This design comes from an exercise in tuning for small area and a short achievable clock period on the open sky130 flow, not from production work.
At most, simulation tests tie the RTL to the original design; equivalence was not proved.
Power figures rest on the tool's default switching activity, not on a simulated workload.

==> flow/design.v (excerpt) <==
module rgb565_pixel_alu_top (
	input  logic        clk,
	input  logic        arst_n,
	input  logic        in_valid,
	output logic        in_ready,
	input  logic [2:0]  in_op,
	input  logic [15:0] in_color_a,
	input  logic [15:0] in_color_b,
	input  logic [8:0]  in_weight,
	input  logic [15:0] in_scale_num,
	input  logic [15:0] in_scale_den,
	input  logic [2:0]  in_red_depth,
	input  logic [2:0]  in_green_depth,
	input  logic [2:0]  in_blue_depth,
	output logic        out_valid,
	input  logic        out_ready,
	output logic [15:0] out_color
);
Size: about 4500 cells after synthesis, about 840 flip-flops, roughly 0.047 mm^2 of cells after synthesis.
clock: 6.3 ns
lec_check: 0
cap_margin: 20
core_margin: 2
core_utilization: 65
cts_cluster_diameter: 150
cts_cluster_size: 24
place_density: 0.72
setup_slack_margin: 3.3
slew_margin: 20
run.sh (not shown) runs the stock make flow with config.mk's settings and CLKGATE_MAP_FILE= SYNTH_SCRIPT=/design/flow/synth_recipe.tcl, a recipe that flattens the netlist after the stock synthesis.
The starting point went through all stages and came out clean.
Then changed:
CORE_UTILIZATION = 40   (was 65)
PLACE_DENSITY = unset   (was 0.72)
Final area climbs slightly.
Power is about the same.
Wire length climbs slightly.
Global-route usage drops by 11 points.
Fmax drops slightly.
Worst hold slack improves by 0.0072 ns.
Setup slack degrades by 0.021 ns.

---

== job 1198 ==
Starting RTL as in the previous note.
make LEC_CHECK=0 CAP_MARGIN=20 CORE_MARGIN=2 CORE_UTILIZATION=65 CTS_CLUSTER_DIAMETER=150 CTS_CLUSTER_SIZE=30 PLACE_DENSITY=0.72 SETUP_SLACK_MARGIN=3.3 SLEW_MARGIN=20 finish   # period 6.3 ns
diff inputs: job 1198 => job 1013
-- flow/config.mk --
<<< job 1198, line 7
export LEC_CHECK = 0
export CAP_MARGIN = 20
>>> job 1013, line 7
export LEC_CHECK = 0
export ABC_AREA = 1
export CAP_MARGIN = 20
<<< job 1198, line 11
export CTS_CLUSTER_DIAMETER = 150
export CTS_CLUSTER_SIZE = 30
export PLACE_DENSITY = 0.72
>>> job 1013, line 12
export CTS_CLUSTER_DIAMETER = 150
export CTS_CLUSTER_SIZE = 24
export PLACE_DENSITY = 0.72
Job 1198: full flow OK, the timing, DRC and antenna checks passed. Job 1013: full flow OK, the timing, DRC and antenna checks passed. Worst stage delay on the critical path is higher on job 1198. Combinational power in job 1013 vs job 1198: down about 4%. Higher final area was reported by job 1013, not job 1198. Max signal arrival time at the worst endpoint across job 1013 and job 1198: job 1198. Looking at net count after synthesis, job 1013 sits 1634 higher than job 1198 does.
The inputs of job 1917 differ from those of job 1013 as listed below.
==> flow/config.mk <==
export PLATFORM = sky130hd
export DESIGN_NAME = rgb565_pixel_alu_top
export DESIGN_NICKNAME = rgb565_pixel_alu_top
export VERILOG_FILES = /design/flow/design.v
export SDC_FILE = /design/flow/constraint.sdc
export NUM_CORES = 4
export LEC_CHECK = 0
export CAP_MARGIN = 20
export CORE_MARGIN = 2
export CORE_UTILIZATION = 75
export CTS_CLUSTER_DIAMETER = 150
export CTS_CLUSTER_SIZE = 24
export PLACE_DENSITY = 0.82
export SETUP_SLACK_MARGIN = 3.3
export SLEW_MARGIN = 20
==> run summary <==
- Cmp job 1917 and job 1013 / total vias in the final route / lower: job 1917
- [compare] base=job 1013 new=job 1917: sequential share of layout area higher; power density normalized to cell area higher; vertical die dimension lower.
- On setup slack of the critical path after layout, the lower figure sits with job 1917, not job 1013.
- Across both runs, share of total power in combinational logic was higher for job 1917 than for job 1013.
- Of the two values seen for uppermost layer routed, met4 was produced by job 1917 and met5 by job 1013.
- Number of buffers inserted by post-CTS setup repair ends up lower on job 1917.
- Against job 1013 as the reference, job 1917 delivers a higher violation count after the first detailed-route iteration.
- Lower number of buffers other than clock buffers in the final layout was reported by job 1013, not job 1917.
What job 3369 does differently from job 1917 at the input level:
-- flow/config.mk --
<<< job 1917, line 9
export CORE_MARGIN = 2
export CORE_UTILIZATION = 75
export CTS_CLUSTER_DIAMETER = 150
export CTS_CLUSTER_SIZE = 24
export PLACE_DENSITY = 0.82
export SETUP_SLACK_MARGIN = 3.3
>>> job 3369, line 9
export CORE_MARGIN = 2
export CORE_UTILIZATION = 65
export CTS_CLUSTER_DIAMETER = 150
export CTS_CLUSTER_SIZE = 20
export PLACE_DENSITY = 0.72
export SETUP_SLACK_MARGIN = 3.3
- Status: areal power density over the cells parity (job 1917, job 3369)
- The met1 routed wirelength after detailed routing reported for job 3369 is greater than that of job 1917 by about 3%.
- Job 3369: global-route usage lower than job 1917
- The higher total power of job 1917 and job 3369 is in job 3369.
- Summary of job 3369 over job 1917: cell area higher, number of resized instances in the post-cts repair step picked up an extra 0.59%.

---

Another version of the RTL of rgb565_pixel_alu_top (not shown whole).
Size in the first run: roughly 4700 cells after synthesis, roughly 840 flip-flops, about 110 I/O pins.
make LEC_CHECK=0 CAP_MARGIN=20 CORE_MARGIN=2 CORE_UTILIZATION=40 SETUP_SLACK_MARGIN=3.4 SLEW_MARGIN=20 finish   # period 6.3 ns
The starting point completed without violations.
Rerun with:
--- a/flow/config.mk
+++ b/flow/config.mk
@@ -10,3 +10,3 @@
 export CORE_UTILIZATION = 40
-export SETUP_SLACK_MARGIN = 3.4
+export SETUP_SLACK_MARGIN = 3.2
 export SLEW_MARGIN = 20
Worst hold slack is worse by 0.029 ns; routed wire length decreases by 7.7%; clock skew increases by 0.027 ns; first-iteration DRC count fell by 2.9%; area after synthesis stays the same; utilization shrinks by 2.1 points; fmax fell by about 3%; global-route usage is lower by 1.3 points; non-clock buffer count came out lower by 117; count of clock-buffer cells in the layout is lower by 4; worst setup slack gets worse by 0.093 ns.
Function was not checked in any run of this note: the RTL went through the layout flow alone.

---

Another version of the RTL of rgb565_pixel_alu_top (not shown whole).
Size: about 4,900 cells after synthesis, ~840 flip-flops, ~110 I/O pins, ~50,000 sq um of cells after synthesis.
clock: 6.3 ns
lec_check: 0
cap_margin: 20
core_margin: 2
core_utilization: 40
setup_slack_margin: 3.0
slew_margin: 20
Then changed:
SETUP_SLACK_MARGIN = 3.6   (was 3.0)
The changed run finished clean; global-route usage went up by 1.7 points; setup slack gains 300 ps; cell count went up by 4.8%; total power went up by 7.0%; core utilization went up by 6.1 points; first-iteration DRC count barely changes; routed wire length went up by 11%; final area went up by 13%; synthesized cell count stays the same; via count went up by 4.8%; die area stays the same.
Then changed:
SETUP_SLACK_MARGIN = 3.3   (was 3.6)
The changed run went through all stages and came out clean.
Non-clock buffer count came out lower by 212.
Count of clock-buffer cells in the layout grows by 4.
Via count fell by about 3.3%.
Worst hold slack stays flat.
No run of this note included a check of the RTL's function; only the layout flow was run.

---

Setup of the previous run:
rgb565_pixel_alu_top with an RTL version that a note above also has.
Size in the first run: ~4500 cells after synthesis, ~840 flip-flops, roughly 110 I/O pins, about 0.047 sq mm of cells after synthesis.
export LEC_CHECK = 0
export CAP_MARGIN = 20
export CORE_MARGIN = 2
export CORE_UTILIZATION = 65
export CTS_CLUSTER_DIAMETER = 150
export CTS_CLUSTER_SIZE = 24
export PLACE_DENSITY = 0.72
export SETUP_SLACK_MARGIN = 3.25
export SLEW_MARGIN = 20
create_clock -name core_clock -period 6.3 [get_ports {clk}]
In summary, the previous run completed successfully, with a layout that passed the timing, DRC and antenna checks.
For the current run, these inputs were changed with respect to the previous run:
- SETUP_SLACK_MARGIN changed from 3.25 to 3.3
- GPL_ROUTABILITY_DRIVEN newly set to 0
Both conditions hold for the current run: the flow ran to the end and the final layout passed the timing, DRC and antenna checks. The global-route usage number comes out lower for the current run vs the previous run. Final cell count without fillers in the current run is 25 above the previous run. The higher data arrival time of the worst path of the current run and the previous run is in the current run. The previous run → the current run: final worst-path setup slack rose by 0.013 ns, global-route wire length before repair shows a reduction of about 0.33%, power after layout has remained practically unchanged, clock skew saw a decrease, post-layout utilization of the core climbed 0.69 points. Taking the previous run as the reference point, the via count of the current run rises by about 0.8%.

---

## birch
Another version of the RTL of rgb565_pixel_alu_top (not shown whole).
Size: about 4500 cells after synthesis, ~840 flip-flops, roughly 110 I/O pins, roughly 47000 um2 of cells after synthesis.
## rgb565_pixel_alu_top
module rgb565_pixel_alu_top (
	input  logic        clk,
	input  logic        arst_n,
	input  logic        in_valid,
	output logic        in_ready,
	input  logic [2:0]  in_op,
	input  logic [15:0] in_color_a,
	input  logic [15:0] in_color_b,
	input  logic [8:0]  in_weight,
	input  logic [15:0] in_scale_num,
	input  logic [15:0] in_scale_den,
	input  logic [2:0]  in_red_depth,
	input  logic [2:0]  in_green_depth,
	input  logic [2:0]  in_blue_depth,
	output logic        out_valid,
	input  logic        out_ready,
	output logic [15:0] out_color
);
export LEC_CHECK = 0
export CAP_MARGIN = 20
export CORE_MARGIN = 2
export CORE_UTILIZATION = 40
export CTS_CLUSTER_DIAMETER = 150
export CTS_CLUSTER_SIZE = 30
export SETUP_SLACK_MARGIN = 3.3
export SLEW_MARGIN = 20
create_clock -name core_clock -period 6.3 [get_ports {clk}]
birch ended with every stage complete and zero timing, DRC or antenna violations.
--- input diff birch..cedar ---
Settings: changing CTS_CLUSTER_SIZE from 30 to 24.
Results
Summary — wire length on met1, cedar relative to birch: higher, by 0.35%.
Changes observed in cedar relative to birch: number of global-route vias before repair shows an increase of about 0.6%; clock share of power shows an increase of 2.1 points; violation count after the first detailed-routing iteration shows a reduction of 9.2%; post-route fraction of the period consumed by the critical path shows an increase of 0.53 points; vias per cell shows no meaningful change.
birch has a higher layout filler cell count than cedar.
cedar: global-route usage higher than birch
Initial antenna violation count down 1 in cedar wrt birch
Diff birch -> cedar: routed wire length now sits higher; highest achievable clock rate now sits lower.

---

oak:
RTL: one of the versions met above, not the one the previous note started from.
For scale: roughly 4500 cells after synthesis, ~840 flip-flops, ~110 I/O pins, roughly 0.047 mm^2 of cells after synthesis.
make LEC_CHECK=0 CAP_MARGIN=20 CORE_MARGIN=2 CORE_UTILIZATION=55 CTS_CLUSTER_DIAMETER=150 CTS_CLUSTER_SIZE=24 PLACE_DENSITY=0.66 SETUP_SLACK_MARGIN=3.3 SLEW_MARGIN=20 finish   # period 6.3 ns
The final layout from oak, which completed every stage, passed the timing, DRC and antenna checks at the end of the flow.
Input-level comparison between pine and oak:
Settings: clearing PLACE_DENSITY, which used to be 0.66; swapping 55 for 40 in CORE_UTILIZATION; putting GPL_ROUTABILITY_DRIVEN at 0 where nothing was set.
==> run summary <==
- For oak, the worst setup path endpoint was u_lane_r.s_r[9]$_DFF_P_, unlike pine, where it was u_lane_g.s_r[10]$_DFF_P_.
- Summary of pine over oak: data required time of the critical path +50 ps, die extent in x picked up an extra about 17%.
- pine vs. oak: via density per instance down 0.43, worst setup skew after layout went up 21 ps.
- Share of the final layout cell area in sequential cells | pine below oak
- [compare] base=oak new=pine: least setup slack across all paths after layout fell 26 ps, share of the cycle needed by the critical path after routing increased 0.41 points, met2 capacity usage during global routing saw a decrease, length of routed met3 wiring lost 7.1%.

separate check: timing with driven ports:
How much do the figures lean on ideal ports? The routed layouts below were timed once more, with nothing changed but the port constraints. Step 1, drivers: a clkbuf_16 drives clk and a buf_2 each remaining input, both assumed. Step 2 also shifts input and output timing later by t, the mid clock arrival at the registers, as if the neighbouring blocks saw the same clock. Slacks: ideal / step 1 / step 2; pairs: ideal / step 1.
| run | t, ns | setup slack, ns | worst hold slack (ns) | worst setup path at the end | worst register clock-pin slew, ns |
|---|---|---|---|---|---|
| the first run of note 1 | 0.669 | 3.316 / 3.276 / 2.781 | 0.322 / 0.322 / 0.322 | input to register | 0.10 / 0.10 |
| the second run of note 1 | 0.712 | 3.295 / 3.271 / 2.660 | 0.330 / 0.330 / 0.330 | input to register | 0.11 / 0.11 |
| job 1198 | 0.712 | 3.298 / 3.295 / 2.696 | 0.331 / 0.331 / 0.331 | input to register | 0.12 / 0.12 |
| job 1013 | 0.684 | 3.333 / 3.300 / 2.768 | 0.324 / 0.324 / 0.324 | input to register | 0.11 / 0.11 |
| job 1917 | 0.672 | 3.282 / 3.282 / 2.650 | 0.326 / 0.326 / 0.326 | input to register | 0.11 / 0.11 |
| job 3369 | 0.685 | 3.316 / 3.262 / 2.722 | 0.325 / 0.325 / 0.325 | input to register | 0.09 / 0.09 |
| the first run of note 3 | 0.746 | 3.309 / 3.309 / 2.679 | 0.317 / 0.317 / 0.317 | input to register | 0.07 / 0.07 |
| the second run of note 3 | 0.747 | 3.216 / 3.191 / 2.601 | 0.289 / 0.289 / 0.289 | input to register | 0.07 / 0.07 |
| the first run of note 4 | 0.753 | 3.072 / 3.096 / 2.370 | 0.300 / 0.300 / 0.300 | input to register | 0.06 / 0.06 |
| the second run of note 4 | 0.776 | 3.375 / 3.336 / 2.907 | 0.282 / 0.282 / 0.282 | input to register | 0.07 / 0.07 |
| the third run of note 4 | 0.754 | 3.197 / 3.181 / 2.660 | 0.282 / 0.282 / 0.282 | input to register | 0.07 / 0.07 |
| the previous run | 0.675 | 3.284 / 3.259 / 2.667 | 0.321 / 0.321 / 0.321 | input to register | 0.10 / 0.10 |
| the current run | 0.671 | 3.296 / 3.296 / 2.737 | 0.317 / 0.317 / 0.317 | input to register | 0.11 / 0.11 |
| birch | 0.758 | 3.303 / 3.295 / 2.642 | 0.321 / 0.321 / 0.321 | input to register | 0.12 / 0.12 |
| cedar | 0.708 | 3.270 / 3.270 / 2.692 | 0.304 / 0.304 / 0.304 | input to register | 0.11 / 0.11 |
| oak | 0.685 | 3.322 / 3.322 / 2.748 | 0.323 / 0.323 / 0.323 | input to register | 0.11 / 0.11 |
| pine | 0.716 | 3.297 / 3.297 / 2.713 | 0.323 / 0.323 / 0.323 | input to register | 0.11 / 0.11 |
After both steps every run listed still meets setup and hold. For the first run of note 4, which loses most, drivers alone change the setup slack by +0.024 ns; drivers and shift together by -0.702 ns.
